Context: an optimization exercise on an open-source flow, tuned for a short achievable clock period and few clock cycles. The choices shown serve that exercise and are no tape-out recipe.
The RTL was checked by simulation tests, not by an equivalence proof against the original design.
In runs 6 and 7 the design's own scripts or RTL, not TritonCTS, make the clock network.
No driver is modelled on the clock port, so clock power and skew are understated where the tree is cut down; a real chip needs a root buffer or a tree.
No activity file was given, so power comes from the tool's default toggle rates.

==> flow/design.v <==
`timescale 1ns/100ps
module exec_unit
#(
	parameter int K       = 0,
	parameter int SLICE_W = 4
)
(
	input  logic                        clk,
	input  logic                        rst_n,
	input  logic                        in_valid,
	input  logic [8-1:0]    in_sel_a,
	input  logic [8-1:0]    in_sel_b,
	input  logic [8-1:0]    in_sel_d,
	input  logic [$clog2(8)-1:0]       in_rd,
	input  logic                        in_sub,
	input  logic [3:0]                  in_fn,
	input  logic                        in_cin,
	input  logic [16-1:0]      in_imm,
	input  logic [16-1:0]      in_res,
	output logic                        out_valid,
	output logic [8-1:0]    out_sel_a,
	output logic [8-1:0]    out_sel_b,
	output logic [8-1:0]    out_sel_d,
	output logic [$clog2(8)-1:0]       out_rd,
	output logic                        out_sub,
	output logic [3:0]                  out_fn,
	output logic                        out_cin,
	output logic [16-1:0]      out_imm,
	output logic [16-1:0]      out_res
);
	localparam int NUM_REGS = 8;
	localparam int DATA_W   = 16;
	logic [SLICE_W-1:0] arf [NUM_REGS];
	logic [SLICE_W-1:0] a;
	logic [SLICE_W-1:0] b;
	logic [SLICE_W:0]   sum;
	logic [SLICE_W-1:0] res;
	always_comb
	begin
		a = '0;
		b = in_imm[K*SLICE_W +: SLICE_W];
		for (int i = 0; i < NUM_REGS; i++)
		begin
			a = a | (arf[i] & {SLICE_W{in_sel_a[i]}});
			b = b | (arf[i] & {SLICE_W{in_sel_b[i]}});
		end
		b   = b ^ {SLICE_W{in_sub}};
		sum = {1'b0, a} + {1'b0, b} + {{SLICE_W{1'b0}}, in_cin};
		res = ({SLICE_W{in_fn[0]}} & sum[SLICE_W-1:0])
		    | ({SLICE_W{in_fn[1]}} & (a & b))
		    | ({SLICE_W{in_fn[2]}}  & (a | b))
		    | ({SLICE_W{in_fn[3]}} & (a ^ b));
	end
	always_ff @(posedge clk)
	begin
		for (int i = 0; i < NUM_REGS; i++)
		begin
			if (!rst_n)
				arf[i] <= SLICE_W'(DATA_W'(i) >> (K * SLICE_W));
			else if (in_valid && in_sel_d[i])
				arf[i] <= res;
		end
	end
	always_ff @(posedge clk)
	begin
		out_valid <= rst_n & in_valid;
		out_sel_a <= in_sel_a;
		out_sel_b <= in_sel_b;
		out_sel_d <= in_sel_d;
		out_rd    <= in_rd;
		out_sub   <= in_sub;
		out_fn    <= in_fn;
		out_cin   <= sum[SLICE_W];
		out_imm   <= in_imm;
		out_res   <= in_res;
		out_res[K*SLICE_W +: SLICE_W] <= res;
	end
endmodule
`timescale 1ns/100ps
module ooo_core
(
	input  logic                   clk,
	input  logic                   rst_n,
	input  logic                   issue,
	input  logic [3:0]             op,
	input  logic [$clog2(8)-1:0]  rs1,
	input  logic [$clog2(8)-1:0]  rs2,
	input  logic [$clog2(8)-1:0]  rd,
	input  logic [16-1:0] imm,
	output logic                   dispatch_stall,
	output logic                   commit_valid,
	output logic [$clog2(8)-1:0]  commit_rd,
	output logic [16-1:0] commit_data
);
	localparam int NUM_REGS = 8;
	localparam int DATA_W   = 16;
	localparam int REG_W    = $clog2(8);
	localparam int SLICE_W  = 4;
	localparam int NSLICE   = DATA_W / SLICE_W;
	assign dispatch_stall = 1'b0;
	logic              f_valid;
	logic [3:0]        f_op;
	logic [REG_W-1:0]  f_rs1;
	logic [REG_W-1:0]  f_rs2;
	logic [REG_W-1:0]  f_rd;
	logic [DATA_W-1:0] f_imm;
	always_ff @(posedge clk)
	begin
		f_valid <= rst_n & issue;
		f_op    <= op;
		f_rs1   <= rs1;
		f_rs2   <= rs2;
		f_rd    <= rd;
		f_imm   <= imm;
	end
	logic                use_a;
	logic                use_rs2;
	logic                use_imm;
	logic                sub;
	logic [3:0]          fn;
	always_comb
	begin
		use_a   = f_op <= 4'd5;
		use_rs2 = f_op <= 4'd4;
		use_imm = f_op == 4'd5 || f_op == 4'd6;
		sub     = f_op == 4'd1;
		fn      = '0;
		case (f_op)
			4'd2: fn[1] = 1'b1;
			4'd3:  fn[2]  = 1'b1;
			4'd4: fn[3] = 1'b1;
			default: fn[0] = 1'b1;
		endcase
	end
	logic                d_valid;
	logic [NUM_REGS-1:0] d_sel_a;
	logic [NUM_REGS-1:0] d_sel_b;
	logic [NUM_REGS-1:0] d_sel_d;
	logic [REG_W-1:0]    d_rd;
	logic                d_sub;
	logic [3:0]          d_fn;
	logic [DATA_W-1:0]   d_imm;
	always_ff @(posedge clk)
	begin
		d_valid <= rst_n & f_valid;
		for (int i = 0; i < NUM_REGS; i++)
		begin
			d_sel_a[i] <= use_a   && f_rs1 == REG_W'(i);
			d_sel_b[i] <= use_rs2 && f_rs2 == REG_W'(i);
			d_sel_d[i] <= f_rd == REG_W'(i);
		end
		d_rd  <= f_rd;
		d_sub <= sub;
		d_fn  <= fn;
		d_imm <= use_imm ? f_imm : '0;
	end
	logic [NSLICE:0]                    e_valid;
	logic [NSLICE:0][NUM_REGS-1:0]      e_sel_a;
	logic [NSLICE:0][NUM_REGS-1:0]      e_sel_b;
	logic [NSLICE:0][NUM_REGS-1:0]      e_sel_d;
	logic [NSLICE:0][REG_W-1:0]         e_rd;
	logic [NSLICE:0]                    e_sub;
	logic [NSLICE:0][3:0]               e_fn;
	logic [NSLICE:0]                    e_cin;
	logic [NSLICE:0][DATA_W-1:0]        e_imm;
	logic [NSLICE:0][DATA_W-1:0]        e_res;
	assign e_valid[0] = d_valid;
	assign e_sel_a[0] = d_sel_a;
	assign e_sel_b[0] = d_sel_b;
	assign e_sel_d[0] = d_sel_d;
	assign e_rd[0]    = d_rd;
	assign e_sub[0]   = d_sub;
	assign e_fn[0]    = d_fn;
	assign e_cin[0]   = d_sub;
	assign e_imm[0]   = d_imm;
	assign e_res[0]   = '0;
	for (genvar k = 0; k < NSLICE; k++)
	begin : g_slice
		exec_unit #(.K(k), .SLICE_W(SLICE_W)) u_exec
		(
			.clk       (clk),
			.rst_n     (rst_n),
			.in_valid  (e_valid[k]),
			.in_sel_a  (e_sel_a[k]),
			.in_sel_b  (e_sel_b[k]),
			.in_sel_d  (e_sel_d[k]),
			.in_rd     (e_rd[k]),
			.in_sub    (e_sub[k]),
			.in_fn     (e_fn[k]),
			.in_cin    (e_cin[k]),
			.in_imm    (e_imm[k]),
			.in_res    (e_res[k]),
			.out_valid (e_valid[k+1]),
			.out_sel_a (e_sel_a[k+1]),
			.out_sel_b (e_sel_b[k+1]),
			.out_sel_d (e_sel_d[k+1]),
			.out_rd    (e_rd[k+1]),
			.out_sub   (e_sub[k+1]),
			.out_fn    (e_fn[k+1]),
			.out_cin   (e_cin[k+1]),
			.out_imm   (e_imm[k+1]),
			.out_res   (e_res[k+1])
		);
	end
	assign commit_valid = e_valid[NSLICE];
	assign commit_rd    = e_rd[NSLICE];
	assign commit_data  = e_res[NSLICE];
endmodule
==> flow/run.sh <==
#!/bin/bash
# synth_recipe.tcl (not shown) runs the flow's synth.tcl, then flattens the netlist and writes it again
# the make line also repeats each setting of config.mk as NAME=value (left out here)
make -C /OpenROAD-flow-scripts/flow DESIGN_CONFIG=/design/flow/config.mk WORK_HOME=/design/flow/orfs CLKGATE_MAP_FILE= SYNTH_SCRIPT=/design/flow/synth_recipe.tcl finish
==> flow/config.mk <==
export PLATFORM = sky130hd
export DESIGN_NAME = ooo_core
export DESIGN_NICKNAME = ooo_core
export VERILOG_FILES = /design/flow/design.v
export SDC_FILE = /design/flow/constraint.sdc
export NUM_CORES = 4
export LEC_CHECK = 0
export CAP_MARGIN = 20
export CORE_MARGIN = 2
export CORE_UTILIZATION = 40
export PLACE_DENSITY = 0.6
export SLEW_MARGIN = 20
==> flow/constraint.sdc <==
create_clock -name core_clock -period 14.0 [get_ports {clk}]
set_input_delay 2.8000 -clock core_clock [delete_from_list [all_inputs] [get_ports {clk}]]
set_output_delay 2.8000 -clock core_clock [all_outputs]
set_load 0.01 [all_outputs]
==> impl_metrics.py, run 1 <==
metrics = {
    "die": {
        "rows": 65,
        "die_w_microns": 182.0,
        "ios": 53,
        "die_y_microns": 182.0,
        "fp.coreArea_sq_mm": 0.03139,
        "initial_utilization_pct": 40.35,
        "die_area_sq_mm": 0.03311,
    },
    "logic_synthesis": {
        "avgSynthCellArea_sq_um": 10.73,
        "ys_warn_count": 9,
        "seq_area_frac_synth_pct": 59.58,
        "synth_seq_cells": 377,
        "synth_area_sq_mm": 0.01267,
        "synthesis.instances": 1181,
        "synth_area_leaders": "dfxtp_1 (60%), a211oi_1 (6.8%), a22oi_1 (5.9%)",
        "synthDistinctLibCells": 44,
        "syn_nets": 1252,
        "synth_largest_area_cell": "dfxtp_1",
        "synth_top_area_share_pct": 59.58,
    },
    "finish": {
        "final_util_pct": 46.96,
        "syn_to_final_growth_pct": 16.38,
        "design_area_sq_mm": 0.01474,
        "antennaDiodeCount": 0,
        "final_cell_count_no_fill": 1642,
        "final_nets": 1283,
        "drive_gt1_share_pct": 6.532,
    },
    "timing": {
        "setup_viol_count_final": 0,
        "hold_viol_final": 0,
        "rsz0062_at_grt": "false",
        "fin_hold_ws_ns": 0.3234,
        "slew_viol_final": 0,
        "setup_tns_ns": 0,
        "max_slew_margin_pct": 29.75,
        "worst_slew_pin_slew_ns": 1.051,
        "max_freq_mhz": 182.7,
        "finalCritPeriodShare_pct": 39.09,
        "min_period_ns": 5.473,
        "finalClockSkew_ns": 0.01499,
    },
    "placed_design": {
        "routabilityCongestion": 0.9046,
        "hpwl_microns": 21010,
        "place_area_sq_mm": 0.01341,
        "placed_cells": 1573,
        "numPortBuffers": 51,
    },
    "run_status": {
        "status": "complete, no violations",
    },
    "global_route": {
        "overflow": 0,
        "grt.total_usage_pct": 17.55,
        "antenna_found_initial": 0,
        "grt_pass1_wl_microns": 46290,
        "grt_max_degree": 76,
        "grt_pass1_vias": 8627,
    },
    "clocking": {
        "cts.repair.resized": 0,
        "cts.path.max_buffers": 3,
        "numCtsBuffers": 39,
        "clock_sinks": 377,
        "clkSlewWorstSetupHoldPaths_ns": 0.06,
        "htreeDepth": 2,
        "cts_setup_buffers": 0,
        "insertion_delay_ns": 0.52,
        "cts_tree": "yes",
        "clockRootBuffer": "clkbuf_16",
        "cts-hold-fix-buffers": 0,
    },
    "worst_setup_path": {
        "worstPathArrival_ns": 5.85,
        "worst-path-max-fanout": 75,
        "cp-end-kind": "flop",
        "regToRegSetupSlack_ns": 10.57,
        "cp.required_ns": 14.38,
        "reg2reg_depth": 10,
        "crit_path_start_kind": "input port",
        "r2r_start": "g_slice[1].u_exec.out_sel_b[1]",
        "r2r_end": "g_slice[2].u_exec.arf[7][2]",
        "criticalPathCategory": "in -> reg",
    },
    "power": {
        "cellPowerDensity_mw_per_mm2": 155.3,
        "peakVddDrop_mv": 0.08219,
        "leakage_nw": 5.518,
    },
    "flow_run": {
        "drv_cap": 0,
    },
    "hold_path": {
        "hold_path.class": "reg -> reg",
        "whs_endpoint": "g_slice[2].u_exec.out_imm[12]",
        "hold_depth": 0,
        "min-delay-start": "g_slice[1].u_exec.out_imm[12]",
    },
    "routing": {
        "wl_per_cell_microns": 17.68,
        "met2WireLength_microns": 14710,
        "ant_nets": 0,
        "met1_length_microns": 11930,
        "highest_layer": "met4",
        "drt_iter0_drc": 717,
        "firstDrtPassIters": 5,
        "wl_microns": 29040,
        "vias": 8830,
        "wl_met3_microns": 1215,
        "viasPerCell": 5.378,
        "drc": 0,
    },
}
cell families (layout without fill, tap and decap cells):
logic type      Yosys count  after routing  synth area share, %
other cells               1              1              0.02960
simple gates            278            278                10.47
buf+inv                 132            191                4.513
fa+ha+maj                39             39                4.267
flops                   377            377                59.58
xor+xnor                 22             22                1.521
mux                       1              1              0.07902
compound gates          331            331                19.55
metal layers:
layer / track usage [%] / up-vias
li1: - / 4298
met1: 20.04 / 4166
met3: 3.008 / 98
met2: 31.97 / 268
met4: 8.065 / 0
met5: 0 / -
power breakdown:
group / switching [mW] / leakage [nW] / internal [mW] / total [mW]
logic: 0.0547 / 1.79 / 0.0427 / 0.0974
registers: 0.0243 / 3.08 / 1.11 / 1.14
clock network: 0.402 / 0.649 / 0.653 / 1.06
cell usage in the layout (no fill, tap or decap), types with 18 or more instances in the layout:
cell,synthesis,routed
and2_1,47,47
clkdlybuf4s50_1,0,51
a211oi_1,114,114
o21ai_0,18,18
dfxtp_1,377,377
ha_1,32,32
a222oi_1,18,18
nand3_1,26,26
a22oi_1,99,99
xnor2_1,22,22
clkbuf_16,0,41
a21oi_1,27,27
nand2_1,42,42
nor2_1,119,119
inv_1,61,61
registers in the layout, summed over array words and instances, names as in the netlist, 3 cells and up:
| register | count |
|---|---|
| g_slice.u_exec.out_sel_d | 24 |
| f_imm | 16 |
| f_rs1 | 3 |
| d_imm | 16 |
| d_sel_a | 8 |
| f_rd | 3 |
| g_slice.u_exec.out_rd | 12 |
| g_slice.u_exec.out_valid | 4 |
| g_slice.u_exec.out_sel_b | 24 |
| f_op | 4 |
| g_slice.u_exec.out_res | 40 |
| g_slice.u_exec.out_cin | 3 |
| d_fn | 4 |
| d_sel_d | 8 |
| g_slice.u_exec.out_sel_a | 24 |
| g_slice.u_exec.out_fn | 12 |
| g_slice.u_exec.out_sub | 3 |
| g_slice.u_exec.arf | 128 |
| g_slice.u_exec.out_imm | 24 |
| f_rs2 | 3 |
| d_sel_b | 8 |
| d_rd | 3 |
worst max-delay path, stage by stage:
cell and delay (ns):
clkdlybuf4s50_1 0.96, inv_2 0.77, buf_4 0.77, a21oi_1 0.11, o31ai_2 0.21, o31ai_1 0.15
worst max-delay path by stage:
stage	cells past startpoint	slack [ns]	to	start
6_report	6	8.53	g_slice[0].u_exec.arf[2][3]	rst_n
5_1_grt	6	8.32	g_slice[0].u_exec.arf[1][3]	rst_n
4_1_cts	6	8.56	g_slice[0].u_exec.arf[2][3]	rst_n
3_5_place_dp	6	8.01	g_slice[0].u_exec.arf[2][3]	rst_n
3_3_place_gp	6	7.98	g_slice[0].u_exec.arf[3][3]	rst_n
2_1_floorplan	5	10.15	g_slice[1].u_exec.arf[0][3]	rst_n
synth_stat cells:
cell type and number:
a21o_2 1, buf_4 20, nand3b_1 1, nor3b_1 3, inv_1 61, mux2i_1 1, conb_1 1, a311oi_1 9
dfxtp_1 377, buf_1 1, a21o_1 7, o31ai_2 1, a22oi_1 99, buf_2 1, nor2_1 119, a221oi_1 8
ha_1 32, inv_2 1, o21ai_0 18, clkbuf_1 48, o211ai_1 13, nand3_1 26, and3b_1 2, a222oi_1 18
a221oi_2 3, nand2b_1 8, o2111a_2 1, and2_1 47, o21bai_1 2, nor4_1 1, or4_1 1, and3_1 4
fa_1 7, a21oi_1 27, nand2_1 42, a211oi_1 114, or2_2 2, nor3_1 5, nor4b_4 1, o31ai_1 8
nand4_1 16, o311ai_0 1, xnor2_1 22, o21ba_2 1
through the flow:
| stage | total power [mW] | worst slack (ns) |
|---|---|---|
| floorplan | 1.216 | 10.15 |
| global placement | 1.257 | 7.983 |
| detailed placement | 1.260 | 8.010 |
| CTS | 2.315 | 8.562 |
| global route | 2.377 | 8.321 |
| finish | 2.290 | 8.527 |
final cells by class:
cell class | count | area, sq um
flip-flops and latches | 377 | 7547
multi-input cells | 672 | 4549
well taps | 402 | 503.0
repair buffers | 60 | 578.1
clock buffers | 54 | 1125
inverters | 62 | 232.7
fillers | 2872 | 16650
clock inverters | 15 | 207.7
Testbench counts, summed over its fixed seeds: cycles 24,048.
==> run 2, diff against run 1 <==
--- a/flow/design.v
+++ b/flow/design.v
@@ -8,3 +8,4 @@
 	input  logic                        clk,
-	input  logic                        rst_n,
+	input  logic                        rst_q,
+	input  logic                        last_rst,
 	input  logic                        in_valid,
@@ -57,3 +58,3 @@
 		begin
-			if (!rst_n)
+			if (!rst_q)
 				arf[i] <= SLICE_W'(DATA_W'(i) >> (K * SLICE_W));
@@ -65,3 +66,3 @@
 	begin
-		out_valid <= rst_n & in_valid;
+		out_valid <= rst_q & (K < 16 / SLICE_W - 1 || last_rst) & in_valid;
 		out_sel_a <= in_sel_a;
@@ -100,17 +101,5 @@
 	assign dispatch_stall = 1'b0;
-	logic              f_valid;
-	logic [3:0]        f_op;
-	logic [REG_W-1:0]  f_rs1;
-	logic [REG_W-1:0]  f_rs2;
-	logic [REG_W-1:0]  f_rd;
-	logic [DATA_W-1:0] f_imm;
+	logic rst_q;
 	always_ff @(posedge clk)
-	begin
-		f_valid <= rst_n & issue;
-		f_op    <= op;
-		f_rs1   <= rs1;
-		f_rs2   <= rs2;
-		f_rd    <= rd;
-		f_imm   <= imm;
-	end
+		rst_q <= rst_n;
 	logic                use_a;
@@ -122,8 +111,8 @@
 	begin
-		use_a   = f_op <= 4'd5;
-		use_rs2 = f_op <= 4'd4;
-		use_imm = f_op == 4'd5 || f_op == 4'd6;
-		sub     = f_op == 4'd1;
+		use_a   = op <= 4'd5;
+		use_rs2 = op <= 4'd4;
+		use_imm = op == 4'd5 || op == 4'd6;
+		sub     = op == 4'd1;
 		fn      = '0;
-		case (f_op)
+		case (op)
 			4'd2: fn[1] = 1'b1;
@@ -144,13 +133,13 @@
 	begin
-		d_valid <= rst_n & f_valid;
+		d_valid <= rst_n & issue;
 		for (int i = 0; i < NUM_REGS; i++)
 		begin
-			d_sel_a[i] <= use_a   && f_rs1 == REG_W'(i);
-			d_sel_b[i] <= use_rs2 && f_rs2 == REG_W'(i);
-			d_sel_d[i] <= f_rd == REG_W'(i);
+			d_sel_a[i] <= use_a   && rs1 == REG_W'(i);
+			d_sel_b[i] <= use_rs2 && rs2 == REG_W'(i);
+			d_sel_d[i] <= rd == REG_W'(i);
 		end
-		d_rd  <= f_rd;
+		d_rd  <= rd;
 		d_sub <= sub;
 		d_fn  <= fn;
-		d_imm <= use_imm ? f_imm : '0;
+		d_imm <= use_imm ? imm : '0;
 	end
@@ -181,3 +170,4 @@
 			.clk       (clk),
-			.rst_n     (rst_n),
+			.rst_q     (rst_q),
+			.last_rst  (rst_n),
 			.in_valid  (e_valid[k]),
==> flow/flow/run.sh (new file) <==
#!/bin/bash
set -euo pipefail
bash standard.sh SETUP_SLACK_MARGIN=${MARGIN:-10.7} finish > standard_flow.log 2>&1
==> flow/standard.sh (new file) <==
#!/bin/bash
# synth_recipe.tcl (not shown) runs the flow's synth.tcl, then flattens the netlist and writes it again
# the make line also repeats each setting of config.mk as NAME=value (left out here)
make -C /OpenROAD-flow-scripts/flow DESIGN_CONFIG=/design/flow/config.mk WORK_HOME=/design/flow/orfs CLKGATE_MAP_FILE= SYNTH_SCRIPT=/design/flow/synth_recipe.tcl "${@:-finish}"
--- a/flow/config.mk
+++ b/flow/config.mk
@@ -7,2 +7,3 @@
 export LEC_CHECK = 0
+export ABC_CLOCK_PERIOD_IN_PS = 3000
 export CAP_MARGIN = 20
removed: flow/run.sh
==> impl_metrics.py, run 2 <==
metrics = {
    "worst_setup_path": {
        "r2r_start": "g_slice[1].u_exec.out_sel_b[1]",
        "worst-path-max-fanout": 1,
        "crit_path_start_kind": "flop",
        "crit_cells": 1,
        "cpLargestDelayFamily": "flip-flops",
        "path_cells": "buf_2",
        "r2r_end": "g_slice[2].u_exec.arf[6][1]",
        "reg2reg_depth": 9,
        "cp.required_ns": 11.20,
        "cp_slowest_cell": "dfxtp_2",
        "crit_buf_inv": 1,
        "regToRegSetupSlack_ns": 10.90,
        "cp-end-kind": "output pin",
        "criticalPathCategory": "reg -> out",
        "worstPathArrival_ns": 0.93,
        "slowest_delay_ns": 0.31,
    },
    "routing": {
        "drc": 0,
        "firstDrtPassIters": 5,
        "vias": 8459,
        "wl_per_cell_microns": 17.88,
        "wl_microns": 28580,
        "drt_iter0_drc": 489,
        "viasPerCell": 5.293,
        "ant_nets": 0,
    },
    "timing": {
        "slew_viol_final": 0,
        "max_freq_mhz": 267.8,
        "rsz0062_at_grt": "true",
        "max_slew_margin_pct": 33.31,
        "hold_viol_final": 0,
        "finalClockSkew_ns": 0.01055,
        "finalCritPeriodShare_pct": 26.67,
        "min_period_ns": 3.733,
        "setup_tns_ns": 0,
        "setup_viol_count_final": 0,
        "worst_slew_pin_slew_ns": 1.000,
    },
    "power": {
        "peakVddDrop_mv": 0.06870,
        "cellPowerDensity_mw_per_mm2": 147.8,
        "leakage_nw": 5.353,
    },
    "finish": {
        "antennaDiodeCount": 0,
        "final_nets": 1257,
        "top_register": "g_slice.u_exec.arf",
        "fill_cells": 2769,
        "final_cell_count_no_fill": 1598,
        "largest_reg_flops": 128,
        "mostFrequentLayoutCells": "dfxtp_1 (341), nor2_1 (124), a211oi_1 (120)",
        "biggestRegsByFlops": "g_slice.u_exec.arf x128, g_slice.u_exec.out_res x40",
        "final_common_cell": "dfxtp_1",
        "multi_input_area_sq_mm": 0.004793,
        "seqCellArea_sq_mm": 0.006975,
        "syn_to_final_growth_pct": 16.93,
        "drive_gt1_share_pct": 11.09,
        "final_util_pct": 47.85,
    },
    "logic_synthesis": {
        "netlist_top_cells_count": "dfxtp_1 (348), nor2_1 (127), a211oi_1 (120)",
        "synth_most_common_cell": "dfxtp_1",
        "synth_area_leaders": "dfxtp_1 (57%), a211oi_1 (7.4%), a22oi_1 (5.8%)",
        "synthDistinctLibCells": 46,
        "synth_area_sq_mm": 0.01219,
        "synth_largest_area_cell": "dfxtp_1",
        "ys_warn_count": 9,
        "synth_seq_cells": 348,
        "avgSynthCellArea_sq_um": 10.55,
        "synthArstFlopShare_pct": 0,
        "synth_top_area_share_pct": 57.14,
        "seq_area_frac_synth_pct": 57.14,
        "synthesis.instances": 1156,
        "synth_ff_type": "dfxtp_1",
        "syn_nets": 1227,
        "synth_edf_count": 0,
    },
    "global_route": {
        "grt_pass1_vias": 8264,
        "antenna_found_initial": 0,
        "grt.total_usage_pct": 18.48,
        "grt_pass1_wl_microns": 45930,
        "overflow": 0,
        "grt_max_degree": 94,
    },
    "die": {
        "initial_utilization_pct": 40.92,
        "rows": 63,
        "die_y_microns": 178.6,
        "ios": 53,
        "fp.coreArea_sq_mm": 0.02980,
        "die_area_sq_mm": 0.03189,
        "die_w_microns": 178.6,
    },
    "hold_path": {
        "hold_depth": 0,
        "min-delay-start": "g_slice[2].u_exec.out_rd[0]",
        "hold_path.class": "reg -> reg",
        "whs_endpoint": "g_slice[3].u_exec.out_rd[0]",
    },
    "clocking": {
        "clock_sinks": 348,
        "numCtsBuffers": 36,
        "insertion_delay_ns": 0.51,
        "cts.path.max_buffers": 3,
        "cts-hold-fix-buffers": 0,
        "clockRootBuffer": "clkbuf_16",
        "cts_tree": "yes",
        "htreeDepth": 2,
        "clkSlewWorstSetupHoldPaths_ns": 0.06,
    },
    "placed_design": {
        "placed_cells": 1530,
        "numPortBuffers": 51,
        "hpwl_microns": 20610,
        "routabilityCongestion": 0.8864,
    },
    "flow_run": {
        "drv_cap": 0,
    },
    "run_status": {
        "status": "complete, no violations",
    },
}
-- run 2: cell types whose count changed in the layout (fill, tap and decap cells not counted), sizes merged, moves of 3 or more --
cell	before	now
clkinvlp	3	0
clkdlybuf4s50	51	27
a222oi	18	15
a311oi	9	3
nand2	42	47
a21oi	27	20
clkinv	7	4
dfxtp	377	348
a211oi	114	120
nor2	119	128
buf	9	32
-- run 2: logic make-up (layout without fill, tap and decap cells) --
group | Yosys count | in the layout | synth area share, %
AOI/OAI and AO/OA | 322 | 322 | 20.83
and+or+nand+nor | 293 | 293 | 11.28
other | 1 | 1 | 0.03076
muxes | 1 | 1 | 0.08210
DFF | 348 | 348 | 57.14
xor gates and xnor gates | 22 | 22 | 1.580
adders and majority gates | 39 | 39 | 4.433
buffers and inverters | 130 | 182 | 4.628
-- run 2: layout make-up --
| type | instances | share of cell area, % |
|---|---|---|
| clock buffers | 53 | 7.477 |
| multi-input cells | 678 | 33.62 |
| well taps | 390 | 3.423 |
| inverters | 61 | 1.606 |
| repair buffers | 61 | 4.177 |
| flip-flops and latches | 348 | 48.93 |
| clock inverters | 7 | 0.7723 |
-- run 2: repair_timing --
item | in CTS | in global routing
pin swaps | 1 | 8
setup buffers | 2 | 6
gates resized for setup | 98 | 24
setup endpoints to repair | 99 | 110
-- run 2: layer usage --
metal / global-route usage, % / vias up / part of all wire (%)
met5: 0 / - / 0
met4: 6.944 / 0 / 3.0
met3: 2.515 / 68 / 3.9
met2: 33.54 / 207 / 52
met1: 22.09 / 3967 / 41
li1: - / 4217 / -
-- run 2: power breakdown --
group          internal [mW]  switching [mW]
registers               1.03          0.0242
clock network          0.579           0.364
logic                 0.0476          0.0634
-- run 2: worst max path at each step --
stage | from | endpoint
6_report | g_slice[3].u_exec.out_res[14] | commit_data[14]
5_1_grt | g_slice[3].u_exec.out_res[5] | commit_data[5]
4_1_cts | g_slice[3].u_exec.out_res[12] | commit_data[12]
3_5_place_dp | op[1] | d_sel_b[0]
3_3_place_gp | op[1] | d_sel_b[0]
2_1_floorplan | op[1] | d_sel_b[0]
-- run 2: metrics by stage --
step / total power, mW / setup WS (ns) / instance area, sq um / hold WS [ns]
global placement: 1.177 / 9.840 / 12910 / 0.3099
detailed placement: 1.179 / 9.813 / 12910 / 0.3121
finish: 2.107 / 10.27 / 14260 / 0.3217
global route: 2.186 / 10.23 / 14260 / 0.3260
floorplan: 1.136 / 10.55 / 12240 / 0.3096
CTS: 2.123 / 10.24 / 14070 / 0.3216
Testbench counts of run 2, summed over its fixed seeds: cycles 24,040.
==> run 3, diff against run 2 <==
==> flow/run.sh (new file) <==
#!/bin/bash
# synth_recipe.tcl (not shown) runs the flow's synth.tcl, then flattens the netlist and writes it again
# the make line also repeats each setting of config.mk as NAME=value (left out here)
make -C /OpenROAD-flow-scripts/flow DESIGN_CONFIG=/design/flow/config.mk WORK_HOME=/design/flow/orfs CLKGATE_MAP_FILE= SYNTH_SCRIPT=/design/flow/synth_recipe.tcl finish
--- a/flow/config.mk
+++ b/flow/config.mk
@@ -12,2 +12,3 @@
 export PLACE_DENSITY = 0.6
+export SETUP_SLACK_MARGIN = 5
 export SLEW_MARGIN = 20
removed: flow/flow/run.sh
removed: flow/standard.sh
==> impl_metrics.py, run 3 <==
metrics = {
    "finish": {
        "mostFrequentLayoutCells": "dfxtp_1 (348), nor2_1 (126), a211oi_1 (120)",
        "final_cell_count_no_fill": 1591,
        "design_area_sq_mm": 0.01403,
        "fill_cells": 2783,
        "final_nets": 1248,
        "top_register": "g_slice.u_exec.arf",
        "syn_to_final_growth_pct": 15.10,
        "drive_gt1_share_pct": 7.327,
        "antennaDiodeCount": 0,
        "final_common_cell": "dfxtp_1",
        "largest_reg_flops": 128,
        "final_util_pct": 47.10,
        "biggestRegsByFlops": "g_slice.u_exec.arf x128, g_slice.u_exec.out_res x40",
    },
    "run_status": {
        "status": "complete, no violations",
    },
    "logic_synthesis": {
        "avgSynthCellArea_sq_um": 10.55,
        "synth_fa_ha_area_share_pct": 4.433,
        "synth_most_common_cell": "dfxtp_1",
        "syn_nets": 1227,
        "seq_area_frac_synth_pct": 57.14,
        "synth_area_leaders": "dfxtp_1 (57%), a211oi_1 (7.4%), a22oi_1 (5.8%)",
        "synth_compound_area_share_pct": 20.83,
        "ys_warn_count": 9,
        "synth_top_area_share_pct": 57.14,
        "synth_area_sq_mm": 0.01219,
        "synth_largest_area_cell": "dfxtp_1",
        "netlist_top_cells_count": "dfxtp_1 (348), nor2_1 (127), a211oi_1 (120)",
        "synth_ff_type": "dfxtp_1",
        "synth_xor_area_share_pct": 1.580,
        "synth_top_family_by_area": "compound AO/OA/AOI/OAI gates",
        "yosys-mux-area-fraction_pct": 0.08209,
        "synth_edf_count": 0,
        "synthArstFlopShare_pct": 0,
        "synthesis.instances": 1156,
        "synthDistinctLibCells": 46,
        "synthSimpleGateAreaFrac_pct": 11.28,
        "synth_seq_cells": 348,
    },
    "worst_setup_path": {
        "worst-path-max-fanout": 1,
        "cp.required_ns": 11.20,
        "cp_slowest_cell": "clkdlybuf4s50_1",
        "cp-end-kind": "output pin",
        "path_cells": "clkdlybuf4s50_1",
        "crit_path_start_kind": "flop",
        "startpoint": "g_slice[3].u_exec.out_res[2]",
        "worstPathArrival_ns": 1.36,
        "slowest_delay_ns": 0.52,
        "criticalPathCategory": "reg -> out",
        "reg2reg_depth": 10,
        "cpLargestDelayFamily": "buffers and inverters",
        "crit_buf_inv": 1,
        "crit_cells": 1,
        "r2r_start": "g_slice[0].u_exec.out_sel_b[2]",
    },
    "clocking": {
        "cts_setup_buffers": 0,
        "clkSlewWorstSetupHoldPaths_ns": 0.06,
        "insertion_delay_ns": 0.52,
        "htreeDepth": 2,
        "cts_tree": "yes",
        "clockRootBuffer": "clkbuf_16",
        "numCtsBuffers": 35,
        "cts-hold-fix-buffers": 0,
        "cts.path.max_buffers": 3,
        "cts.repair.resized": 0,
        "clock_sinks": 348,
    },
    "timing": {
        "max_slew_margin_pct": 27.69,
        "setup_tns_ns": 0,
        "worst_slew_pin_slew_ns": 1.085,
        "setup_viol_count_final": 0,
        "finalCritPeriodShare_pct": 29.69,
        "fin_ws_ns": 9.844,
        "slew_viol_final": 0,
        "max_freq_mhz": 240.6,
        "min_period_ns": 4.156,
        "rsz0062_at_grt": "false",
        "hold_viol_final": 0,
        "fin_hold_ws_ns": 0.3196,
        "finalClockSkew_ns": 0.02249,
    },
    "global_route": {
        "grt_pass1_wl_microns": 45440,
        "antenna_found_initial": 0,
        "grt.total_usage_pct": 18.19,
        "grt_max_degree": 101,
        "overflow": 0,
        "grt_pass1_vias": 8489,
    },
    "die": {
        "initial_utilization_pct": 40.92,
        "die_w_microns": 178.6,
        "rows": 63,
        "fp.coreArea_sq_mm": 0.02980,
        "die_area_sq_mm": 0.03189,
        "die_y_microns": 178.6,
        "ios": 53,
    },
    "power": {
        "peakVddDrop_mv": 0.09675,
        "switching_share_pct": 21.76,
        "cellPowerDensity_mw_per_mm2": 148.3,
        "leakage_nw": 5.209,
        "p_sw_uw": 452.7,
        "internal-power_mw": 1.628,
        "power.share.sequential_pct": 50.5,
        "combPwrFrac_pct": 4.9,
        "power_mw": 2.081,
        "clkPwrFrac_pct": 44.5,
    },
    "hold_path": {
        "hold_depth": 0,
        "hold_path.class": "reg -> reg",
        "min-delay-start": "g_slice[2].u_exec.out_res[1]",
    },
    "routing": {
        "wl_microns": 28170,
        "firstDrtPassIters": 9,
        "met2WireLength_microns": 14530,
        "met1_length_microns": 11380,
        "drc": 0,
        "wl_per_cell_microns": 17.71,
        "highest_layer": "met4",
        "vias": 8503,
        "drt_iter0_drc": 562,
        "viasPerCell": 5.344,
        "ant_nets": 0,
        "wl_met3_microns": 1182,
    },
    "placed_design": {
        "hpwl_microns": 20620,
        "routabilityCongestion": 0.8770,
        "place_area_sq_mm": 0.01287,
        "post-place-ws_ns": 9.408,
        "numPortBuffers": 51,
        "placed_cells": 1530,
    },
    "flow_run": {
        "drv_cap": 0,
    },
}
==> run 3: cell count changes in the layout (fill, tap and decap cells not counted), sizes merged <==
| cell | change |
|---|---|
| buf | -30 |
| clkdlybuf4s50 | +24 |
| inv | +3 |
| clkbuf | -2 |
| bufinv | -1 |
| clkdlybuf4s15 | -1 |
==> run 3: routing by layer <==
layer | vias up | track usage (%)
li1 | 4190 | -
met1 | 4006 | 20.79
met2 | 228 | 33.53
met3 | 79 | 2.941
met4 | 0 | 7.385
met5 | - | 0
==> run 3: worst paths after layout <==
kind / slack, ns / end
worst max-delay path: 9.84 / commit_data[2]
worst min-delay path: 0.32 / g_slice[3].u_exec.out_res[1]
worst max register to register: 10.58 / g_slice[1].u_exec.arf[7][2]
worst min register to register: 0.32 / g_slice[3].u_exec.out_res[1]
==> run 3: layout make-up <==
type                    count  area (sq um)  share of cell area (%)
clock inverters             9         110.1                  0.7846
clock buffers              52          1050                   7.480
flip-flops and latches    348          6967                   49.64
inverters                  61         229.0                   1.632
well taps                 390         488.0                   3.477
repair buffers             53         525.5                   3.745
multi-input cells         678          4664                   33.24
==> run 3: cells by family (layout without fill, tap and decap cells) <==
family	count (synthesis)	after routing
flops	348	348
compound gates	322	322
simple gates	293	293
buf+inv	130	175
fa+ha+maj	39	39
xor+xnor	22	22
other cells	1	1
mux	1	1
==> run 3: power by group through the flow <==
stage,logic [mW],clock network [mW],registers (mW)
floorplan,0.0732,0,1.06
global placement,0.102,0,1.07
detailed placement,0.104,0,1.07
CTS,0.104,0.951,1.05
global route,0.114,0.991,1.06
finish,0.103,0.927,1.05
==> run 4, diff against run 3 <==
--- a/flow/design.v
+++ b/flow/design.v
@@ -98,3 +98,3 @@
 	localparam int REG_W    = $clog2(8);
-	localparam int SLICE_W  = 4;
+	localparam int SLICE_W  = 16;
 	localparam int NSLICE   = DATA_W / SLICE_W;
==> flow/flow/run.sh (new file) <==
#!/bin/bash
set -euo pipefail
bash standard.sh SETUP_SLACK_MARGIN=${MARGIN:-10.9} finish > standard_flow.log 2>&1
==> flow/standard.sh (new file) <==
#!/bin/bash
# synth_recipe.tcl (not shown) runs the flow's synth.tcl, then flattens the netlist and writes it again
# the make line also repeats each setting of config.mk as NAME=value (left out here)
make -C /OpenROAD-flow-scripts/flow DESIGN_CONFIG=/design/flow/config.mk WORK_HOME=/design/flow/orfs CLKGATE_MAP_FILE= SYNTH_SCRIPT=/design/flow/synth_recipe.tcl "${@:-finish}"
--- a/flow/config.mk
+++ b/flow/config.mk
@@ -12,3 +12,2 @@
 export PLACE_DENSITY = 0.6
-export SETUP_SLACK_MARGIN = 5
 export SLEW_MARGIN = 20
removed: flow/run.sh
==> impl_metrics.py, run 4 <==
metrics = {
    "logic_synthesis": {
        "yosys-mux-area-fraction_pct": 0.3186,
        "syn_nets": 1158,
        "synth_compound_area_share_pct": 29.39,
        "synth_ff_type": "dfxtp_1",
        "ys_warn_count": 3,
        "synth_top_area_share_pct": 42.05,
        "synth_seq_cells": 198,
        "synthArstFlopShare_pct": 0,
        "synth_top_family_by_area": "compound AO/OA/AOI/OAI gates",
        "synth_area_leaders": "dfxtp_1 (42%), a22oi_1 (7.6%), a211oi_1 (5.6%)",
        "synth_edf_count": 0,
        "netlist_top_cells_count": "dfxtp_1 (198), nor2_1 (97), a22oi_1 (96)",
        "synth_largest_area_cell": "dfxtp_1",
        "synthSimpleGateAreaFrac_pct": 15.76,
        "synth_xor_area_share_pct": 2.044,
        "avgSynthCellArea_sq_um": 8.624,
        "synthDistinctLibCells": 64,
        "synthesis.instances": 1093,
        "synth_most_common_cell": "dfxtp_1",
        "seq_area_frac_synth_pct": 42.05,
        "synth_fa_ha_area_share_pct": 4.460,
        "synth_area_sq_mm": 0.009427,
    },
    "finish": {
        "final_common_cell": "dfxtp_1",
        "final_cell_count_no_fill": 1491,
        "multi_input_area_sq_mm": 0.006071,
        "design_area_sq_mm": 0.01272,
        "mostFrequentLayoutCells": "dfxtp_1 (164), a22oi_1 (96), nor2_1 (88)",
        "seqCellArea_sq_mm": 0.004016,
        "drive_gt1_share_pct": 28.75,
        "final_nets": 1224,
        "biggestRegsByFlops": "g_slice.u_exec.arf x128, d_imm x16, g_slice.u_exec.out_res x16",
        "antennaDiodeCount": 0,
        "largest_reg_flops": 128,
        "syn_to_final_growth_pct": 34.91,
        "fill_cells": 2073,
        "top_register": "g_slice.u_exec.arf",
    },
    "timing": {
        "setup_tns_ns": 0,
        "min_period_ns": 3.725,
        "max_slew_margin_pct": 23.80,
        "worst_slew_pin_slew_ns": 1.143,
        "finalClockSkew_ns": 0.01390,
        "setup_viol_count_final": 0,
        "finalCritPeriodShare_pct": 26.60,
        "rsz0062_at_grt": "true",
        "hold_viol_final": 0,
        "max_freq_mhz": 268.5,
        "slew_viol_final": 0,
    },
    "routing": {
        "firstDrtPassIters": 6,
        "ant_nets": 0,
        "drc": 0,
        "drt_iter0_drc": 1078,
        "vias": 9266,
        "wl_microns": 34150,
        "wl_per_cell_microns": 22.90,
        "viasPerCell": 6.215,
    },
    "die": {
        "ios": 53,
        "die_y_microns": 157.5,
        "rows": 56,
        "initial_utilization_pct": 40.40,
        "die_area_sq_mm": 0.02481,
        "die_w_microns": 157.5,
        "fp.coreArea_sq_mm": 0.02333,
    },
    "global_route": {
        "grt_max_degree": 69,
        "grt_pass1_wl_microns": 50550,
        "antenna_found_initial": 0,
        "overflow": 0,
        "grt.total_usage_pct": 27.13,
        "grt_pass1_vias": 8537,
    },
    "placed_design": {
        "hpwl_microns": 18350,
        "placed_cells": 1383,
        "routabilityCongestion": 0.9079,
        "numPortBuffers": 51,
        "place_area_sq_mm": 0.01041,
    },
    "power": {
        "leakage_nw": 4.527,
        "cellPowerDensity_mw_per_mm2": 101.5,
        "power_mw": 1.291,
        "peakVddDrop_mv": 0.06347,
    },
    "clocking": {
        "insertion_delay_ns": 0.45,
        "cts.path.max_buffers": 2,
        "clock_sinks": 198,
        "clockRootBuffer": "clkbuf_16",
        "clkSlewWorstSetupHoldPaths_ns": 0.09,
        "htreeDepth": 4,
        "numCtsBuffers": 17,
        "cts_tree": "yes",
    },
    "worst_setup_path": {
        "crit_path_start_kind": "flop",
        "worstPathArrival_ns": 4.08,
        "worst-path-max-fanout": 6,
        "cp-end-kind": "flop",
        "criticalPathCategory": "reg -> reg",
        "regToRegSetupSlack_ns": 10.28,
        "cp.required_ns": 14.35,
    },
    "flow_run": {
        "drv_cap": 0,
    },
    "run_status": {
        "status": "complete, no violations",
    },
    "hold_path": {
        "hold_path.class": "reg -> reg",
    },
}
==> run 4: changes by cell type after synthesis, sizes merged, moves of 17 or more <==
cell / before / now
a21oi: 20 / 45
buf: 21 / 4
a211oi: 120 / 79
dfxtp: 348 / 198
o21ai: 18 / 58
nor3: 5 / 34
clkbuf: 48 / 89
nor2: 128 / 97
==> run 4: kinds of logic after synthesis <==
group,count (synthesis)
AOI/OAI and AO/OA,382
DFF,198
other,1
and+or+nand+nor,306
xor gates and xnor gates,22
muxes,3
buffers and inverters,148
adders and majority gates,33
==> run 4: critical path: stages, from the launching register on <==
cell and delay, ns:
dfxtp_4 0.37, buf_12 0.14, buf_4 0.13, a222oi_1 0.32
nand3_1 0.13, a211oi_2 0.20, xnor2_1 0.22, ha_2 0.36
a21o_1 0.18, a21o_1 0.21, a21oi_4 0.26, nor3b_1 0.21
o21ai_0 0.12, o311ai_0 0.25, a21oi_2 0.14, buf_6 0.18
a211oi_1 0.20
==> run 4: layout make-up <==
class / count / share of cell area, %
inverters: 55 / 1.623
well taps: 319 / 3.139
repair buffers: 135 / 11.19
clock inverters: 14 / 1.358
clock buffers: 18 / 3.375
flip-flops and latches: 198 / 31.58
multi-input cells: 752 / 47.74
==> run 4: path summary, 6_finish.rpt <==
check              from                           end  cells after the start
max          d_sel_b[3]  g_slice[0].u_exec.arf[1][11]                     16
min             d_rd[0]   g_slice[0].u_exec.out_rd[0]                      0
max reg2reg  d_sel_b[3]  g_slice[0].u_exec.arf[1][11]                     16
min reg2reg     d_rd[0]   g_slice[0].u_exec.out_rd[0]                      0
==> run 4: per-stage QoR <==
stage / setup slack, ns / hold slack (ns) / util, %
after floorplan: 10.51 / 0.3095 / -
after global placement: 9.696 / 0.3117 / 44.55
after detailed placement: 9.652 / 0.3131 / 44.61
after CTS: 10.31 / 0.3334 / 52.04
after global routing: 10.07 / 0.3344 / 54.50
final: 10.28 / 0.3304 / 54.50
==> run 4: timing repair <==
action	4_1_cts	5_1_grt
endpoints found under the setup margin	200	180
hold buffers	0	0
pin swaps	80	47
cloned	7	2
setup buffers	46	21
resized for setup	250	72
==> run 4: layer usage <==
layer / share of wire [%] / track usage, % / vias to the layer above
met1: 41 / 36.29 / 4435
met3: 9.1 / 5.507 / 116
li1: - / - / 4186
met4: 4.4 / 12.38 / 0
met2: 45 / 42.13 / 529
met5: 0 / 0 / -
==> run 4: power by group <==
| part | switching (mW) | internal, mW | total (mW) | leakage [nW] |
|---|---|---|---|---|
| Clock | 0.259 | 0.243 | 0.502 | 0.291 |
| Sequential | 0.0198 | 0.582 | 0.602 | 1.62 |
| Combinational | 0.102 | 0.0845 | 0.187 | 2.61 |
| Total | 0.381 | 0.910 | 1.29 | 4.53 |
Testbench counts of run 4, summed over its fixed seeds: cycles 24,016.
==> run 5, diff against run 4 <==
==> flow/flow/run.sh (replaced) <==
#!/bin/bash
set -euo pipefail
here=$(pwd)
bash standard.sh \
  SETUP_SLACK_MARGIN=${MARGIN:-10.9} \
  POST_CTS_TCL=$here/flow/post_cts.tcl \
  CLOCK_ROOTS=4 CLOCK_LEAVES=${LEAVES:-12} \
  CLOCK_ROOT_CELL=clkinv_16 CLOCK_LEAF_CELL=clkinv_8 \
  finish > standard_flow.log 2>&1
==> flow/flow/post_cts.tcl (new file) <==
# Replace the clock tree that clock_tree_synthesis built with two levels of
# clkbuf_16: the clock port drives CLOCK_ROOTS root buffers, which drive
# CLOCK_LEAVES leaf buffers, each of which drives the clock pins of one group
# of flip-flops. Groups are made by splitting in halves by position,
# alternately along x and y, so they are equal in size and compact, and each
# buffer sits at its group's centre. Every flip-flop sees the same two buffer
# stages, so the tree stays balanced.

set nroots [expr {[info exists ::env(CLOCK_ROOTS)] ? $::env(CLOCK_ROOTS) : 4}]
set block [ord::get_db_block]
set db [ord::get_db]
set clk_net [$block findNet clk]

# every clock pin of a flip-flop below the clock port, and every cell the
# tree synthesis added on the way
set sinks {}
set tree_insts {}
set tree_nets {}
set todo [list $clk_net]
while {[llength $todo] > 0} {
  set net [lindex $todo 0]
  set todo [lrange $todo 1 end]
  foreach it [$net getITerms] {
    if {[$it isOutputSignal]} { continue }
    set inst [$it getInst]
    set master [$inst getMaster]
    if {[$master isSequential]} {
      lappend sinks $it
    } else {
      lappend tree_insts $inst
      foreach o [$inst getITerms] {
        if {[$o isOutputSignal] && [$o getNet] ne "NULL"} {
          lappend tree_nets [$o getNet]
          lappend todo [$o getNet]
        }
      }
    }
  }
}
puts "clock_tree: [llength $sinks] flip-flops, removing [llength $tree_insts] tree cells"

foreach it $sinks { $it disconnect }
foreach inst $tree_insts { odb::dbInst_destroy $inst }
foreach net $tree_nets { odb::dbNet_destroy $net }

# split a list of {x y iterm} into 2^k groups
proc split_groups {items n axis} {
  if {$n <= 1} { return [list $items] }
  set idx [expr {$axis == 0 ? 0 : 1}]
  set sorted [lsort -integer -index $idx $items]
  set half [expr {[llength $sorted] / 2}]
  set a [lrange $sorted 0 [expr {$half - 1}]]
  set b [lrange $sorted $half end]
  set na [expr {$n / 2}]
  return [concat [split_groups $a $na [expr {1 - $axis}]] [split_groups $b [expr {$n - $na}] [expr {1 - $axis}]]]
}

set items {}
set minx 1e12; set maxx -1e12; set miny 1e12; set maxy -1e12
foreach it $sinks {
  set bb [[$it getInst] getBBox]
  set x [expr {([$bb xMin] + [$bb xMax]) / 2}]
  set y [expr {([$bb yMin] + [$bb yMax]) / 2}]
  lappend items [list $x $y $it]
  set minx [expr {min($minx,$x)}]; set maxx [expr {max($maxx,$x)}]
  set miny [expr {min($miny,$y)}]; set maxy [expr {max($maxy,$y)}]
}
set first_axis [expr {($maxx - $minx) >= ($maxy - $miny) ? 0 : 1}]

# one buffer per group, at the group's centre, driving the group's pins;
# returns a list of {x y iterm} for the new buffers' inputs
proc drive_groups {groups prefix buf_master} {
  global block
  set inputs {}
  set g 0
  foreach group $groups {
    set sx 0; set sy 0
    foreach item $group {
      set sx [expr {$sx + [lindex $item 0]}]
      set sy [expr {$sy + [lindex $item 1]}]
    }
    set cx [expr {int($sx / [llength $group])}]
    set cy [expr {int($sy / [llength $group])}]
    set net [odb::dbNet_create $block "clknet_${prefix}_$g"]
    $net setSigType CLOCK
    set buf [odb::dbInst_create $block $buf_master "clkbuf_${prefix}_$g"]
    $buf setLocation $cx $cy
    $buf setPlacementStatus PLACED
    [$buf findITerm [expr {[$buf findITerm X] ne "NULL" ? "X" : "Y"}]] connect $net
    foreach item $group { [lindex $item 2] connect $net }
    puts "clock_tree: clkbuf_${prefix}_$g at $cx $cy drives [llength $group] pins"
    lappend inputs [list $cx $cy [$buf findITerm A]]
    incr g
  }
  return $inputs
}

set nleaves [expr {[info exists ::env(CLOCK_LEAVES)] ? $::env(CLOCK_LEAVES) : 16}]
set leaf_cell [expr {[info exists ::env(CLOCK_LEAF_CELL)] ? $::env(CLOCK_LEAF_CELL) : "clkbuf_16"}]
set root_cell [expr {[info exists ::env(CLOCK_ROOT_CELL)] ? $::env(CLOCK_ROOT_CELL) : "clkbuf_16"}]
set leaf_master [$db findMaster sky130_fd_sc_hd__$leaf_cell]
set root_master [$db findMaster sky130_fd_sc_hd__$root_cell]
set leaf_in [drive_groups [split_groups $items $nleaves $first_axis] leaf $leaf_master]
if {$nroots > 0} {
  set root_in [drive_groups [split_groups $leaf_in $nroots $first_axis] root $root_master]
} else {
  set root_in $leaf_in
}
foreach item $root_in { [lindex $item 2] connect $clk_net }

# put the new buffers on legal sites
detailed_placement
check_placement -verbose
==> impl_metrics.py, run 5 <==
metrics = {
    "run_status": {
        "status": "aborted with a tool error",
        "haltStage": "4_1_cts",
        "firstError": "Error: cts.tcl, 90 can't read \"block\": no such variable",
    },
    "logic_synthesis": {
        "avgSynthCellArea_sq_um": 8.624,
        "synth_largest_area_cell": "dfxtp_1",
        "synth_top_area_share_pct": 42.05,
        "syn_nets": 1158,
        "synth_seq_cells": 198,
        "synthesis.instances": 1093,
        "synth_ff_type": "dfxtp_1",
        "synth_area_leaders": "dfxtp_1 (42%), a22oi_1 (7.6%), a211oi_1 (5.6%)",
        "synth_edf_count": 0,
        "synthDistinctLibCells": 64,
        "seq_area_frac_synth_pct": 42.05,
        "synthArstFlopShare_pct": 0,
        "synth_most_common_cell": "dfxtp_1",
        "netlist_top_cells_count": "dfxtp_1 (198), nor2_1 (97), a22oi_1 (96)",
        "synth_area_sq_mm": 0.009427,
        "ys_warn_count": 3,
    },
    "clocking": {
        "clock_sinks": 198,
    },
    "placed_design": {
        "place_area_sq_mm": 0.01041,
        "placed_cells": 1383,
        "hpwl_microns": 18350,
        "post-place-ws_ns": 9.652,
        "routabilityCongestion": 0.9079,
        "numPortBuffers": 51,
    },
    "die": {
        "rows": 56,
        "die_w_microns": 157.5,
        "ios": 53,
        "die_y_microns": 157.5,
        "initial_utilization_pct": 40.40,
    },
}
## run 5: worst max-delay path by stage
stage / end / cells past startpoint / from
after floorplan: d_sel_b[0] / 4 / op[1]
after global placement: d_imm[14] / 4 / op[1]
after detailed placement: d_imm[14] / 4 / op[1]
## run 5: per-stage QoR
step | utilization, % | power (mW) | hold slack [ns]
detailed placement | 44.61 | 0.7453 | 0.3131
global placement | 44.55 | 0.7438 | 0.3117
floorplan | - | 0.6915 | 0.3095
## run 5: power by group through the flow
stage	sequential, mW	clock [mW]	combinational, mW
floorplan	0.607	0	0.0849
global placement	0.613	0	0.130
detailed placement	0.613	0	0.132
## run 5: cell families after synthesis
group / after synthesis / synth area share [%]
fa+ha+maj: 33 / 4.460
xor+xnor: 22 / 2.044
mux: 3 / 0.3186
other cells: 1 / 0.03978
simple gates: 306 / 15.76
compound gates: 382 / 29.39
buf+inv: 148 / 5.946
flops: 198 / 42.05
==> run 6, diff against run 5 <==
--- a/flow/flow/post_cts.tcl
+++ b/flow/flow/post_cts.tcl
@@ -71,4 +71,3 @@
 # returns a list of {x y iterm} for the new buffers' inputs
-proc drive_groups {groups prefix buf_master} {
-  global block
+proc drive_groups {block groups prefix buf_master} {
   set inputs {}
@@ -102,5 +101,5 @@
 set root_master [$db findMaster sky130_fd_sc_hd__$root_cell]
-set leaf_in [drive_groups [split_groups $items $nleaves $first_axis] leaf $leaf_master]
+set leaf_in [drive_groups $block [split_groups $items $nleaves $first_axis] leaf $leaf_master]
 if {$nroots > 0} {
-  set root_in [drive_groups [split_groups $leaf_in $nroots $first_axis] root $root_master]
+  set root_in [drive_groups $block [split_groups $leaf_in $nroots $first_axis] root $root_master]
 } else {
==> impl_metrics.py, run 6 <==
metrics = {
    "finish": {
        "final_common_cell": "dfxtp_1",
        "design_area_sq_mm": 0.01260,
        "syn_to_final_growth_pct": 33.65,
        "drive_gt1_share_pct": 29.46,
        "antennaDiodeCount": 0,
        "final_nets": 1221,
        "top_register": "g_slice.u_exec.arf",
        "mostFrequentLayoutCells": "dfxtp_1 (164), a22oi_1 (96), nor2_1 (81)",
        "biggestRegsByFlops": "g_slice.u_exec.arf x128, d_imm x16, g_slice.u_exec.out_res x16",
        "largest_reg_flops": 128,
    },
    "logic_synthesis": {
        "synthesis.instances": 1093,
        "synth_most_common_cell": "dfxtp_1",
        "synth_edf_count": 0,
        "netlist_top_cells_count": "dfxtp_1 (198), nor2_1 (97), a22oi_1 (96)",
        "seq_area_frac_synth_pct": 42.05,
        "avgSynthCellArea_sq_um": 8.624,
        "synth_seq_cells": 198,
        "synthArstFlopShare_pct": 0,
        "syn_nets": 1158,
        "synth_largest_area_cell": "dfxtp_1",
        "synthDistinctLibCells": 64,
        "synth_area_leaders": "dfxtp_1 (42%), a22oi_1 (7.6%), a211oi_1 (5.6%)",
        "synth_area_sq_mm": 0.009427,
        "ys_warn_count": 3,
        "synth_ff_type": "dfxtp_1",
        "synth_top_area_share_pct": 42.05,
    },
    "flow_run": {
        "drv_cap": 0,
    },
    "power": {
        "cellPowerDensity_mw_per_mm2": 85.08,
        "peakVddDrop_mv": 0.06579,
        "leakage_nw": 4.399,
    },
    "worst_setup_path": {
        "worstPathArrival_ns": 3.66,
        "worst-path-max-fanout": 6,
        "cpLargestDelayFamily": "compound AO/OA/AOI/OAI gates",
        "r2r_start": "d_sel_b[3]",
        "crit_buf_inv": 3,
        "reg2reg_depth": 16,
        "slowest_delay_ns": 0.48,
        "cp_slowest_cell": "or4b_4",
        "criticalPathCategory": "reg -> reg",
        "crit_cells": 16,
        "cp-end-kind": "flop",
        "path_cells": "buf_12 > a222oi_1 > nand3_1 > a211oi_2 > xnor2_1 > inv_1 > ha_4 > and4_4 > nand3_2 > o211a_1 > a21oi_4 > buf_12 > or4b_4 > o21ai_4 > nor3_4 > a211oi_2",
        "crit_path_start_kind": "flop",
        "regToRegSetupSlack_ns": 10.40,
        "r2r_end": "g_slice[0].u_exec.arf[6][9]",
        "cp.required_ns": 14.06,
    },
    "hold_path": {
        "min-delay-start": "d_rd[2]",
        "whs_endpoint": "g_slice[0].u_exec.out_rd[2]",
        "hold_depth": 0,
        "hold_path.class": "reg -> reg",
    },
    "global_route": {
        "grt.total_usage_pct": 26.73,
        "grt_max_degree": 69,
        "grt_pass1_vias": 8434,
        "antenna_found_initial": 0,
        "grt_pass1_wl_microns": 50280,
        "overflow": 0,
    },
    "timing": {
        "max_slew_margin_pct": 24.00,
        "rsz0062_at_grt": "true",
        "slew_viol_final": 0,
        "hold_viol_final": 0,
        "max_freq_mhz": 277.4,
        "worst_slew_pin_slew_ns": 1.140,
        "finalClockSkew_ns": 0.05184,
        "finalCritPeriodShare_pct": 25.75,
        "setup_tns_ns": 0,
        "setup_viol_count_final": 0,
        "min_period_ns": 3.605,
    },
    "die": {
        "initial_utilization_pct": 40.40,
        "die_w_microns": 157.5,
        "ios": 53,
        "die_y_microns": 157.5,
        "die_area_sq_mm": 0.02481,
        "fp.coreArea_sq_mm": 0.02333,
        "rows": 56,
    },
    "placed_design": {
        "routabilityCongestion": 0.9079,
        "hpwl_microns": 18350,
        "place_area_sq_mm": 0.01041,
        "numPortBuffers": 51,
    },
    "routing": {
        "viasPerCell": 6.194,
        "drc": 0,
        "ant_nets": 0,
        "vias": 9124,
        "drt_iter0_drc": 943,
        "wl_microns": 33830,
        "wl_per_cell_microns": 22.97,
        "firstDrtPassIters": 7,
    },
    "clocking": {
        "clkSlewWorstSetupHoldPaths_ns": 0.06,
        "insertion_delay_ns": 0.17,
        "clock_sinks": 198,
    },
    "run_status": {
        "status": "complete, no violations",
    },
}
## run 6: cell counts after synthesis
Identical to the previous run, type by type.
## run 6: final cells by class
cell class                 instances  area [sq um]
timing repair buffer             133          1483
sequential                       198          4016
fill                            2092         10730
tap                              319         399.1
inverter                          71         526.8
multi-input combinational        752          6173
## run 6: worst max-delay path by stage
stage,endpoint,from
5_1_grt,g_slice[0].u_exec.arf[6][9],d_sel_b[3]
3_5_place_dp,d_imm[14],op[1]
3_3_place_gp,d_imm[14],op[1]
2_1_floorplan,d_sel_b[0],op[1]
6_report,g_slice[0].u_exec.arf[6][9],d_sel_b[3]
## run 6: worst register-to-register path: cells and delay by family (launching register included)
kind | cells | cell delay (ns)
compound gates | 6 | 1.31
xor+xnor | 1 | 0.19
fa+ha+maj | 1 | 0.29
buf+inv | 3 | 0.38
flops | 1 | 0.36
simple gates | 5 | 1.01
## run 6: per-layer routing
| metal | GRT usage [%] | wire length, microns |
|---|---|---|
| met1 | 35.77 | 13770 |
| met5 | 0 | 0 |
| met3 | 5.039 | 3009 |
| met4 | 11.00 | 1592 |
| met2 | 42.38 | 15460 |
## run 6: per-stage QoR
stage               power (mW)  setup WS [ns]  std cells  util (%)  hold WS [ns]
global route             1.118          10.17       1473     54.00        0.3232
finish                   1.072          10.40       1473     54.00        0.3197
global placement        0.7438          9.696       1382     44.55        0.3117
detailed placement      0.7453          9.652       1383     44.61        0.3131
floorplan               0.6915          10.51       1093         -        0.3095
## run 6: cell families (layout without fill, tap and decap cells)
kind of cell    Yosys count  in the layout  share of synthesized area, %
compound gates          382            386                         29.39
flops                   198            198                         42.05
mux                       3              3                        0.3186
xor+xnor                 22             22                         2.044
buf+inv                 148            204                         5.946
simple gates            306            307                         15.76
fa+ha+maj                33             33                         4.460
other cells               1              1                       0.03978
## run 6: report_power, final
part           switching [mW]  internal [mW]
clock network           0.218         0.0632
logic                   0.103         0.0846
registers              0.0198          0.583
total                   0.341          0.731
==> run 7, diff against run 6 <==
--- a/flow/design.v
+++ b/flow/design.v
@@ -98,3 +98,3 @@
 	localparam int REG_W    = $clog2(8);
-	localparam int SLICE_W  = 16;
+	localparam int SLICE_W  = 8;
 	localparam int NSLICE   = DATA_W / SLICE_W;
--- a/flow/flow/run.sh
+++ b/flow/flow/run.sh
@@ -6,3 +6,3 @@
   POST_CTS_TCL=$here/flow/post_cts.tcl \
-  CLOCK_ROOTS=4 CLOCK_LEAVES=${LEAVES:-12} \
+  CLOCK_ROOTS=4 CLOCK_LEAVES=${LEAVES:-16} \
   CLOCK_ROOT_CELL=clkinv_16 CLOCK_LEAF_CELL=clkinv_8 \
--- a/flow/flow/post_cts.tcl
+++ b/flow/flow/post_cts.tcl
@@ -45,3 +45,3 @@
 
-# split a list of {x y iterm} into 2^k groups
+# split a list of {x y iterm} into n groups of near equal size
 proc split_groups {items n axis} {
@@ -50,6 +50,6 @@
   set sorted [lsort -integer -index $idx $items]
-  set half [expr {[llength $sorted] / 2}]
+  set na [expr {$n / 2}]
+  set half [expr {([llength $sorted] * $na + $n / 2) / $n}]
   set a [lrange $sorted 0 [expr {$half - 1}]]
   set b [lrange $sorted $half end]
-  set na [expr {$n / 2}]
   return [concat [split_groups $a $na [expr {1 - $axis}]] [split_groups $b [expr {$n - $na}] [expr {1 - $axis}]]]
==> impl_metrics.py, run 7 <==
metrics = {
    "timing": {
        "max_slew_margin_pct": 40.07,
        "setup_viol_count_final": 0,
        "rsz0062_at_grt": "true",
        "max_freq_mhz": 282.1,
        "finalCritPeriodShare_pct": 25.32,
        "worst_slew_pin_slew_ns": 0.8989,
        "min_period_ns": 3.545,
        "finalClockSkew_ns": 0.01353,
        "slew_viol_final": 0,
        "setup_tns_ns": 0,
        "hold_viol_final": 0,
    },
    "global_route": {
        "antenna_found_initial": 0,
        "grt_pass1_wl_microns": 45640,
        "grt_max_degree": 93,
        "grt.total_usage_pct": 21.95,
        "grt_pass1_vias": 7937,
        "overflow": 0,
    },
    "logic_synthesis": {
        "synth_ff_type": "dfxtp_1",
        "synth_edf_count": 0,
        "synthDistinctLibCells": 51,
        "seq_area_frac_synth_pct": 48.58,
        "ys_warn_count": 5,
        "synth_largest_area_cell": "dfxtp_1",
        "synth_area_leaders": "dfxtp_1 (49%), a22oi_1 (7.1%), o211a_1 (5.9%)",
        "synthArstFlopShare_pct": 0,
        "synthesis.instances": 1091,
        "synth_most_common_cell": "dfxtp_1",
        "synth_top_area_share_pct": 48.58,
        "syn_nets": 1158,
        "synth_seq_cells": 248,
        "synth_area_sq_mm": 0.01022,
        "avgSynthCellArea_sq_um": 9.367,
        "netlist_top_cells_count": "dfxtp_1 (248), nand2_1 (109), a22oi_1 (96)",
    },
    "finish": {
        "biggestRegsByFlops": "g_slice.u_exec.arf x128, g_slice.u_exec.out_res x24, d_imm x16",
        "final_common_cell": "dfxtp_1",
        "mostFrequentLayoutCells": "dfxtp_1 (227), nand2_1 (106), a22oi_1 (96)",
        "syn_to_final_growth_pct": 16.52,
        "antennaDiodeCount": 0,
        "largest_reg_flops": 128,
        "top_register": "g_slice.u_exec.arf",
        "final_nets": 1163,
        "final_cell_count_no_fill": 1424,
        "drive_gt1_share_pct": 18.19,
    },
    "worst_setup_path": {
        "r2r_start": "g_slice[0].u_exec.out_sel_b[7]",
        "regToRegSetupSlack_ns": 10.51,
        "crit_path_start_kind": "input port",
        "r2r_end": "g_slice[1].u_exec.arf[4][7]",
        "cp-end-kind": "flop",
        "cp_slowest_cell": "or2_4",
        "reg2reg_depth": 13,
        "worst-path-max-fanout": 4,
        "slowest_delay_ns": 0.27,
        "worstPathArrival_ns": 3.64,
        "path_cells": "buf_12 > or2_4 > a21oi_4 > buf_4 > nand2b_4 > nor3_2",
        "criticalPathCategory": "in -> reg",
        "cp.required_ns": 14.09,
    },
    "run_status": {
        "status": "complete, no violations",
    },
    "die": {
        "rows": 58,
        "ios": 53,
        "die_w_microns": 163.8,
        "fp.coreArea_sq_mm": 0.02511,
        "initial_utilization_pct": 40.70,
        "die_y_microns": 163.8,
        "die_area_sq_mm": 0.02684,
    },
    "hold_path": {
        "whs_endpoint": "g_slice[0].u_exec.out_imm[10]",
        "hold_path.class": "reg -> reg",
        "min-delay-start": "d_imm[10]",
        "hold_depth": 0,
    },
    "routing": {
        "wl_per_cell_microns": 21.08,
        "firstDrtPassIters": 6,
        "ant_nets": 0,
        "wl_microns": 30020,
        "drc": 0,
        "viasPerCell": 5.867,
        "vias": 8355,
        "drt_iter0_drc": 1086,
    },
    "placed_design": {
        "numPortBuffers": 51,
        "routabilityCongestion": 0.8569,
        "hpwl_microns": 18840,
        "placed_cells": 1369,
    },
    "power": {
        "power_mw": 1.235,
        "peakVddDrop_mv": 0.04789,
        "cellPowerDensity_mw_per_mm2": 103.7,
        "leakage_nw": 5.261,
    },
    "clocking": {
        "clock_sinks": 248,
        "insertion_delay_ns": 0.16,
        "clkSlewWorstSetupHoldPaths_ns": 0.06,
    },
    "flow_run": {
        "drv_cap": 0,
    },
}
run 7: how the worst max path moves through the flow:
stage,end,start
2_1_floorplan,d_sel_b[0],op[1]
3_3_place_gp,d_sel_b[0],op[1]
3_5_place_dp,d_sel_b[0],op[1]
5_1_grt,g_slice[1].u_exec.arf[4][7],g_slice[1].u_exec.arf[1][0]
6_report,d_sel_b[0],op[0]
run 7: worst max-delay path, delay by kind of cell:
| family | cells | cell delay, ns |
|---|---|---|
| simple gates | 3 | 0.43 |
| buf+inv | 2 | 0.24 |
| compound gates | 1 | 0.16 |
run 7: cell families after synthesis:
family	share of synthesized area, %
mux	0.3550
flops	48.58
compound gates	26.93
other cells	0.03669
simple gates	11.20
xor+xnor	1.543
buf+inv	6.844
fa+ha+maj	4.505
run 7: routing by layer:
| layer | routed length (microns) | track usage [%] | share of wire [%] |
|---|---|---|---|
| met1 | 12330 | 27.59 | 41 |
| met2 | 14940 | 37.62 | 50 |
| met3 | 1747 | 3.535 | 5.8 |
| met4 | 993 | 8.732 | 3.3 |
| met5 | 0 | 0 | 0 |
run 7: per-stage QoR:
stage	hold WS, ns	cell area (sq um)	worst slack [ns]	utilization [%]
final	0.3211	11910	10.46	47.42
after global routing	0.3284	11910	10.39	47.42
after detailed placement	0.3121	10750	9.753	42.83
after global placement	0.3115	10750	9.758	42.83
after floorplan	0.3096	10380	10.51	-
run 7: report_power, final:
group | switching [mW] | internal (mW)
registers | 0.0235 | 0.729
clock network | 0.279 | 0.0739
logic | 0.0724 | 0.0564
total | 0.375 | 0.860
run 7: cell type report:
class | instances | area, sq um
Tap cell | 330 | 412.9
Sequential cell | 248 | 5006
Multi-Input combinational cell | 682 | 5045
Inverter | 76 | 593.1
Timing Repair Buffer | 88 | 850.8
Fill cell | 2380 | 13200
Testbench counts of run 7, summed over its fixed seeds: cycles 24,024.

==> re-timing with driven ports <==
The flow's constraints put no driver on any port. The routed layouts listed below were extracted and timed again, unchanged, in two steps. Step 1, drivers: a clkbuf_16 drives clk and a buf_2 each remaining input, both assumed. Step 2 also shifts input and output timing later by t, the mid clock arrival at the registers, as if the neighbouring blocks saw the same clock. a / b / c = no drivers / after step 1 / after step 2; a / b = the first two.
run	shift t [ns]	slack for setup (ns)	worst hold slack (ns)	latest minus earliest clock arrival (ns)	slew at the worst register clock pin (ns)
run 1	0.559	8.527 / 8.552 / 7.992	0.323 / 0.323 / 0.323	0.017 / 0.017	0.07 / 0.07
run 2	0.552	10.267 / 10.217 / 10.252	0.322 / 0.322 / 0.322	0.011 / 0.011	0.06 / 0.06
run 3	0.559	9.844 / 9.794 / 9.730	0.320 / 0.320 / 0.320	0.024 / 0.023	0.06 / 0.06
run 4	0.488	10.275 / 10.272 / 10.275	0.330 / 0.330 / 0.330	0.014 / 0.015	0.09 / 0.09
run 6	0.369	10.395 / 10.366 / 10.282	0.320 / 0.320 / 0.320	0.052 / 0.053	0.11 / 0.11
run 7	0.380	10.455 / 10.394 / 10.253	0.321 / 0.322 / 0.322	0.014 / 0.015	0.07 / 0.07
After both steps every run listed still meets setup and hold. The setup slack of run 1, which loses most, moves by +0.025 ns with the drivers and by -0.535 ns with both steps.
